Source: an optimization exercise on an open RTL-to-GDS flow (aim: small area, a short achievable clock period and few clock cycles per item). Production flows keep margins and buffers that such runs may drop. The RTL was checked by simulation tests, not by an equivalence proof against the original design. Power and IR drop assume default switching activity.

==> flow/design.v <==
package strassen_pkg;
  typedef enum logic [1:0] {
    IDLE,
    ISSUE,
    DRAIN,
    HOLD
  } state_t;
  localparam logic [2:0] M1 = 3'd0;
  localparam logic [2:0] M2 = 3'd1;
  localparam logic [2:0] M3 = 3'd2;
  localparam logic [2:0] M4 = 3'd3;
  localparam logic [2:0] M5 = 3'd4;
  localparam logic [2:0] M6 = 3'd5;
  localparam logic [2:0] M7 = 3'd6;
  localparam logic [1:0] NOP = 2'b00;
  localparam logic [1:0] ADD = 2'b10;
  localparam logic [1:0] SUB = 2'b11;
  function automatic logic [7:0] acc_ctl(input logic [2:0] idx);
    logic [7:0] r;
    case (idx)
      M1:      r = {ADD, NOP, NOP, ADD};
      M2:      r = {SUB, ADD, NOP, NOP};
      M3:      r = {ADD, NOP, ADD, NOP};
      M4:      r = {NOP, ADD, NOP, ADD};
      M5:      r = {NOP, NOP, ADD, SUB};
      M6:      r = {ADD, NOP, NOP, NOP};
      M7:      r = {NOP, NOP, NOP, ADD};
      default: r = {NOP, NOP, NOP, NOP};
    endcase
    acc_ctl = r;
  endfunction
  function automatic int ow(input int w);
    ow = 2 * w + 1;
  endfunction
endpackage
module strassen_mul_pipe #(
  parameter int EW  = 18,
  parameter int LAT = 2
) (
  input  logic                   clk,
  input  logic                   rst_n,
  input  logic                   in_valid,
  input  logic [2:0]             in_tag,
  input  logic signed [EW-1:0]   x,
  input  logic signed [EW-1:0]   y,
  output logic                   out_valid,
  output logic [2:0]             out_tag,
  output logic signed [2*EW-1:0] p,
  output logic                   busy
);
  logic [LAT-1:0]          vld;
  logic [2:0]              tag  [LAT];
  logic signed [2*EW-1:0]  prod [LAT];
  logic signed [2*EW-1:0]  xe;
  logic signed [2*EW-1:0]  ye;
  assign xe = {{EW{x[EW-1]}}, x};
  assign ye = {{EW{y[EW-1]}}, y};
  always_ff @(posedge clk) begin
    if (!rst_n) begin
      vld <= '0;
    end else begin
      vld[0] <= in_valid;
      for (int i = 1; i < LAT; i++)
        vld[i] <= vld[i-1];
    end
  end
  always_ff @(posedge clk) begin
    tag[0]  <= in_tag;
    prod[0] <= xe * ye;
    for (int i = 1; i < LAT; i++) begin
      tag[i]  <= tag[i-1];
      prod[i] <= prod[i-1];
    end
  end
  assign out_valid = vld[LAT-1];
  assign out_tag   = tag[LAT-1];
  assign p         = prod[LAT-1];
  assign busy      = |vld;
endmodule
module strassen_seq_mac #(
  parameter int WIDTH   = 16,
  parameter int MUL_LAT = 2
) (
  input  logic                       clk,
  input  logic                       rst_n,
  input  logic                       in_valid,
  output logic                       in_ready,
  input  logic [4*WIDTH-1:0]         a_i,
  input  logic [4*WIDTH-1:0]         b_i,
  output logic                       out_valid,
  input  logic                       out_ready,
  output logic [4*(2*WIDTH+1)-1:0]   c_o,
  output logic                       busy
);
  localparam int EW = WIDTH + 2;
  localparam int PW = 2 * EW;
  localparam int AW = 2 * WIDTH + 3;
  localparam int OW = strassen_pkg::ow(WIDTH);
  function automatic logic signed [EW-1:0] ext(input logic [WIDTH-1:0] v);
    ext = {2'b00, v};
  endfunction
  strassen_pkg::state_t state_q;
  strassen_pkg::state_t state_d;
  logic [2:0]          k_q;
  logic [4*WIDTH-1:0]  a_q;
  logic [4*WIDTH-1:0]  b_q;
  logic signed [AW-1:0] acc [4];
  logic accept;
  logic issue;
  logic signed [EW-1:0] a11, a12, a21, a22;
  logic signed [EW-1:0] b11, b12, b21, b22;
  logic signed [EW-1:0] x, y;
  logic                 pv;
  logic [2:0]           ptag;
  logic signed [PW-1:0] p;
  logic                 pipe_busy;
  logic [7:0]           ctl;
  logic signed [AW-1:0] pe;
  logic                 unused_bits;
  assign a11 = ext(a_q[0*WIDTH +: WIDTH]);
  assign a12 = ext(a_q[1*WIDTH +: WIDTH]);
  assign a21 = ext(a_q[2*WIDTH +: WIDTH]);
  assign a22 = ext(a_q[3*WIDTH +: WIDTH]);
  assign b11 = ext(b_q[0*WIDTH +: WIDTH]);
  assign b12 = ext(b_q[1*WIDTH +: WIDTH]);
  assign b21 = ext(b_q[2*WIDTH +: WIDTH]);
  assign b22 = ext(b_q[3*WIDTH +: WIDTH]);
  assign accept = in_valid & in_ready;
  assign busy   = (state_q != strassen_pkg::IDLE);
  always_ff @(posedge clk) begin
    if (!rst_n) state_q <= strassen_pkg::IDLE;
    else        state_q <= state_d;
  end
  always_comb begin
    state_d   = state_q;
    in_ready  = 1'b0;
    out_valid = 1'b0;
    issue     = 1'b0;
    unique case (state_q)
      strassen_pkg::IDLE: begin
        in_ready = 1'b1;
        if (in_valid) state_d = strassen_pkg::ISSUE;
      end
      strassen_pkg::ISSUE: begin
        issue = 1'b1;
        if (k_q == strassen_pkg::M7) state_d = strassen_pkg::DRAIN;
      end
      strassen_pkg::DRAIN: begin
        if (!pipe_busy) state_d = strassen_pkg::HOLD;
      end
      strassen_pkg::HOLD: begin
        out_valid = 1'b1;
        if (out_ready) state_d = strassen_pkg::IDLE;
      end
      default: state_d = strassen_pkg::IDLE;
    endcase
  end
  always_ff @(posedge clk) begin
    if (!rst_n) begin
      k_q <= '0;
      a_q <= '0;
      b_q <= '0;
    end else if (accept) begin
      k_q <= '0;
      a_q <= a_i;
      b_q <= b_i;
    end else if (issue) begin
      k_q <= k_q + 3'd1;
    end
  end
  always_comb begin
    x = '0;
    y = '0;
    case (k_q)
      strassen_pkg::M1: begin x = a11 + a22; y = b11 + b22; end
      strassen_pkg::M2: begin x = a21 + a22; y = b11;       end
      strassen_pkg::M3: begin x = a11;       y = b12 - b22; end
      strassen_pkg::M4: begin x = a22;       y = b21 - b11; end
      strassen_pkg::M5: begin x = a11 + a12; y = b22;       end
      strassen_pkg::M6: begin x = a21 - a11; y = b11 + b12; end
      strassen_pkg::M7: begin x = a12 - a22; y = b21 + b22; end
      default: begin x = '0; y = '0; end
    endcase
  end
  strassen_mul_pipe #(
    .EW  (EW),
    .LAT (MUL_LAT)
  ) u_mul (
    .clk       (clk),
    .rst_n     (rst_n),
    .in_valid  (issue),
    .in_tag    (k_q),
    .x         (x),
    .y         (y),
    .out_valid (pv),
    .out_tag   (ptag),
    .p         (p),
    .busy      (pipe_busy)
  );
  assign ctl = strassen_pkg::acc_ctl(ptag);
  assign pe  = p[AW-1:0];
  always_ff @(posedge clk) begin
    if (!rst_n || accept) begin
      for (int j = 0; j < 4; j++) acc[j] <= '0;
    end else if (pv) begin
      for (int j = 0; j < 4; j++) begin
        if (ctl[2*j+1])
          acc[j] <= ctl[2*j] ? acc[j] - pe : acc[j] + pe;
      end
    end
  end
  always_comb begin
    c_o = '0;
    for (int j = 0; j < 4; j++)
      c_o[j*OW +: OW] = acc[j][OW-1:0];
  end
  assign unused_bits = ^{p[PW-1:AW], acc[0][AW-1:OW], acc[1][AW-1:OW],
                         acc[2][AW-1:OW], acc[3][AW-1:OW]};
endmodule
==> flow/run.sh <==
#!/bin/bash
# synth_recipe.tcl (not shown) runs the flow's synth.tcl, then flattens the netlist and writes it again
# the make line also repeats each setting of config.mk as NAME=value (left out here)
make -C /OpenROAD-flow-scripts/flow DESIGN_CONFIG=/design/flow/config.mk WORK_HOME=/design/flow/orfs CLKGATE_MAP_FILE= SYNTH_SCRIPT=/design/flow/synth_recipe.tcl finish
==> flow/config.mk <==
export PLATFORM = sky130hd
export DESIGN_NAME = strassen_seq_mac
export DESIGN_NICKNAME = strassen_seq_mac
export VERILOG_FILES = /design/flow/design.v
export SDC_FILE = /design/flow/constraint.sdc
export NUM_CORES = 4
export LEC_CHECK = 0
export CAP_MARGIN = 20
export CORE_MARGIN = 2
export CORE_UTILIZATION = 40
export SLEW_MARGIN = 20
==> flow/constraint.sdc <==
create_clock -name core_clock -period 11.0 [get_ports {clk}]
set_input_delay 2.2000 -clock core_clock [delete_from_list [all_inputs] [get_ports {clk}]]
set_output_delay 2.2000 -clock core_clock [all_outputs]
set_load 0.01 [all_outputs]
==> run notes <==
power by group:
| part | leakage [nW] | internal (mW) | total (mW) | switching [mW] |
|---|---|---|---|---|
| clock network | 0.693 | 0.831 | 1.44 | 0.608 |
| logic | 15.3 | 3.43 | 8.76 | 5.33 |
| registers | 2.77 | 1.50 | 1.81 | 0.314 |
| total | 18.8 | 5.76 | 12.0 | 6.25 |
worst paths after layout:
kind	from	to	slack (ns)	cells after the start
max	k_q[1]	u_mul.prod[0][32]	0.77	39
min	u_mul.prod[0][26]	u_mul.prod[1][26]	0.32	0
max reg2reg	k_q[1]	u_mul.prod[0][32]	0.77	39
min reg2reg	u_mul.prod[0][26]	u_mul.prod[1][26]	0.32	0
cells in the mapped netlist (25+ instances only):
cell      instances
dfxtp_1         339
nand2b_1         53
nor2_1          308
xor2_1          110
inv_1           518
o21bai_1         28
o211ai_1         26
nand4_1          25
o21ai_0         166
clkbuf_1        160
a21oi_1         339
nor2b_1          62
o21a_1           49
or3_1            37
ha_1            358
a21boi_0         87
nand3_1          67
nand2_1         774
nor3_1           60
a21o_1          107
a31oi_1          28
fa_1            318
xnor2_1         207
a211oi_1         44
and2_1           54
worst register-to-register path, delay by kind of cell, from the launching register on:
kind | cells | cell delay (ns)
fa+ha+maj | 10 | 4.33
flops | 1 | 0.40
simple gates | 5 | 0.83
xor+xnor | 4 | 0.71
buf+inv | 4 | 0.46
compound gates | 16 | 3.38
placed cells by master, fill, tap and decap left out, types with 43 or more instances in the layout:
cell,synthesis,routed
a21oi_1,339,339
and2_1,54,53
xnor2_1,207,207
inv_1,518,518
clkdlybuf4s50_1,0,265
a21o_1,107,107
xor2_1,110,110
ha_1,358,358
clkbuf_16,0,43
nand2_1,774,772
buf_4,0,59
nand3_1,67,67
o21a_1,49,49
nor2_1,308,305
a21boi_0,87,87
o21ai_0,166,166
nor2b_1,62,62
nand2b_1,53,53
a211oi_1,44,44
dfxtp_1,339,339
fa_1,318,318
nor3_1,60,59
metrics by stage:
| stage | hold slack [ns] | setup WS, ns | power [mW] |
|---|---|---|---|
| 6_report | 0.321 | 0.774 | 12.0 |
| 3_5_place_dp | 0.313 | 0.765 | 10.6 |
| 5_1_grt | 0.329 | 0.167 | 13.2 |
| 4_1_cts | 0.321 | 0.698 | 12.1 |
| 2_1_floorplan | 0.310 | 1.34 | 8.11 |
| 3_3_place_gp | 0.313 | 0.877 | 10.5 |
routing by layer:
metal,up-vias,global-route usage [%],routed length (um)
met5,-,0,0
met1,15400,31.7,50200
met3,195,3.14,6640
met2,977,41.6,54000
met4,0,8.64,4360
li1,15900,-,-
layout make-up:
class | count | area (um2) | share of cell area, %
clock inverter | 27 | 270 | 0.639
clock buffer | 51 | 1160 | 2.73
multi-input combinational | 3589 | 27500 | 65.1
inverter | 521 | 1960 | 4.62
sequential | 339 | 6790 | 16.0
tap | 1186 | 1480 | 3.51
timing repair buffer | 325 | 3100 | 7.33
cells by family (layout without fill, tap and decap cells):
| family | count (synthesis) | in the layout |
|---|---|---|
| buf+inv | 702 | 924 |
| compound gates | 1045 | 1045 |
| fa+ha+maj | 676 | 676 |
| simple gates | 1535 | 1535 |
| mux | 14 | 14 |
| flops | 339 | 339 |
| xor+xnor | 319 | 319 |
registers in the layout, indices dropped and copies added (netlist names):
signal,flops
acc,132
u_mul.prod,66
a_q,64
b_q,64
u_mul.tag,6
k_q,3
state_q,2
u_mul.vld,2
==> results.yml <==
status:
  outcome: "finished clean"
synth:
  synth.area.mux_share_pct: 0.379
  synth.top_cell.area_share_pct: 18.4
  synthesis.area_um2: 36900
  synth_top_family_by_area: "adder cells"
  yosys.area_share.simple_pct: 18.7
  synth_flop_cell: "dfxtp_1"
  synth.distinct_cells: 88
  ys_ff_latch: 339
  synthCells: 4630
  synth_area_leaders: "dfxtp_1, fa_1, ha_1"
  synth-compound-area-share_pct: 18.4
  seq_area_frac_synth_pct: 18.4
  postSynthAreaPerCell_um2: 7.98
  synth_top_area_cell: "dfxtp_1"
  yosys_warnings: 5
  synth_fa_ha_area_share_pct: 29.4
  syn_nets: 5438
  synth_xor_area_share_pct: 7.62
  synth_edf_count: 0
  synthArstFlopShare_pct: 0
routing:
  post_drt_wl_per_cell_um: 19.1
  drcViolationCount: 0
  routed-via-count: 32400
  ant_nets: 0
  drt-total-wl_um: 115000
  avgViaCountPerCell: 5.37
  drt_iter0_drc: 2416
  drtPass1Iterations: 7
clock_tree:
  h-tree-depth: 2
  cts_made_buffers: 43
  cts.sinks: 339
  cts.hold.buffers_added: 0
  clk_latency_ns: 0.60
  ctsResizeCount: 0
  clockBufferDepth: 3
  cts_root_buf: "clkbuf_16"
  cts_tree: "yes"
  clk_pin_slew_ns: 0.07
  cts_setup_buffers: 0
critical_path:
  cp.arrival_ns: 10.71
  worst_ep_required_time_ns: 11.48
  endpoint_kind: "flop"
  cp-start-kind: "flop"
  path_class: "reg2reg"
  critPathTopFamily: "adder cells"
  cp.buffers_inverters: 4
  crit_top_cell: "fa_1"
  slowest_stage: "fa_1"
  cpPeakStageDelay_ns: 0.54
  path_max_fanout: 18
floorplanning:
  io-pin-count: 267
  die_w_um: 308
  die_height_um: 308
  rows: 111
  die-area_um2: 94800
  start_util_pct: 40.4
  fp.coreArea_um2: 91500
timing:
  rsz0062_at_grt: "no"
  worst_pin_slew_ns: 1.08
  fin_crit_ns: 10.23
  fin_crit_sh_pct: 93.0
  finClkSkew_ns: 0.0335
  relSlewSlack_pct: 27.6
  setup_violations: 0
  max_freq_ghz: 0.0978
  hold_viol_final: 0
  maxSlewViolCount: 0
  tns_ns: 0
place:
  dp_cells: 5960
  place.gp.congestion: 0.948
  place_area_um2: 40900
  port_buffers: 266
  dp_hpwl_um: 93000
final_layout:
  fin_nets: 5627
  area_growth_pct: 14.5
  fin_cells: 6038
  n_antenna_cell: 0
  fillers: 9184
  final_util_pct: 46.2
  fin_area_um2: 42300
  drive_gt1_share_pct: 3.81
global_route:
  grt_overflow: 0
  grt_use_total_pct: 24.4
  grt_pass1_vias: 32500
  grt_pass1_wl_um: 183000
  antenna_found_initial: 1
  grt_max_degree: 86
flow_run:
  maxCapViolations: 0
hold_path:
  hp-class: "reg2reg"
power:
  p_per_area_nw_per_um2: 284
  p_leak_nw: 18.8
  peakVddDrop_uv: 246
Testbench counts, summed over its fixed seeds: cycles 11,520, items 960.

## port drivers added, routing unchanged
Ports are ideal in the flow. The routed layout listed here was re-timed in OpenROAD. Step 1 assumes that a clkbuf_16 drives the clock port and a buf_2 every other input. Step 2 moves the port delays by t, midway between the first and last clock arrival at a register: inputs arrive t later, outputs are due t later. That takes back most of the time a late clock gives input paths. Three values: ideal ports, drivers, drivers and shift; two values: the first two.
shift t [ns]: 0.652
setup slack, ns: 0.774 / 0.774 / 0.774
worst hold slack (ns): 0.321 / 0.321 / 0.321
worst setup path after step 2: register to register
After both steps setup and hold are still met in this run. The setup slack of this run moves by 0.000 ns with the drivers and by 0.000 ns with both steps.
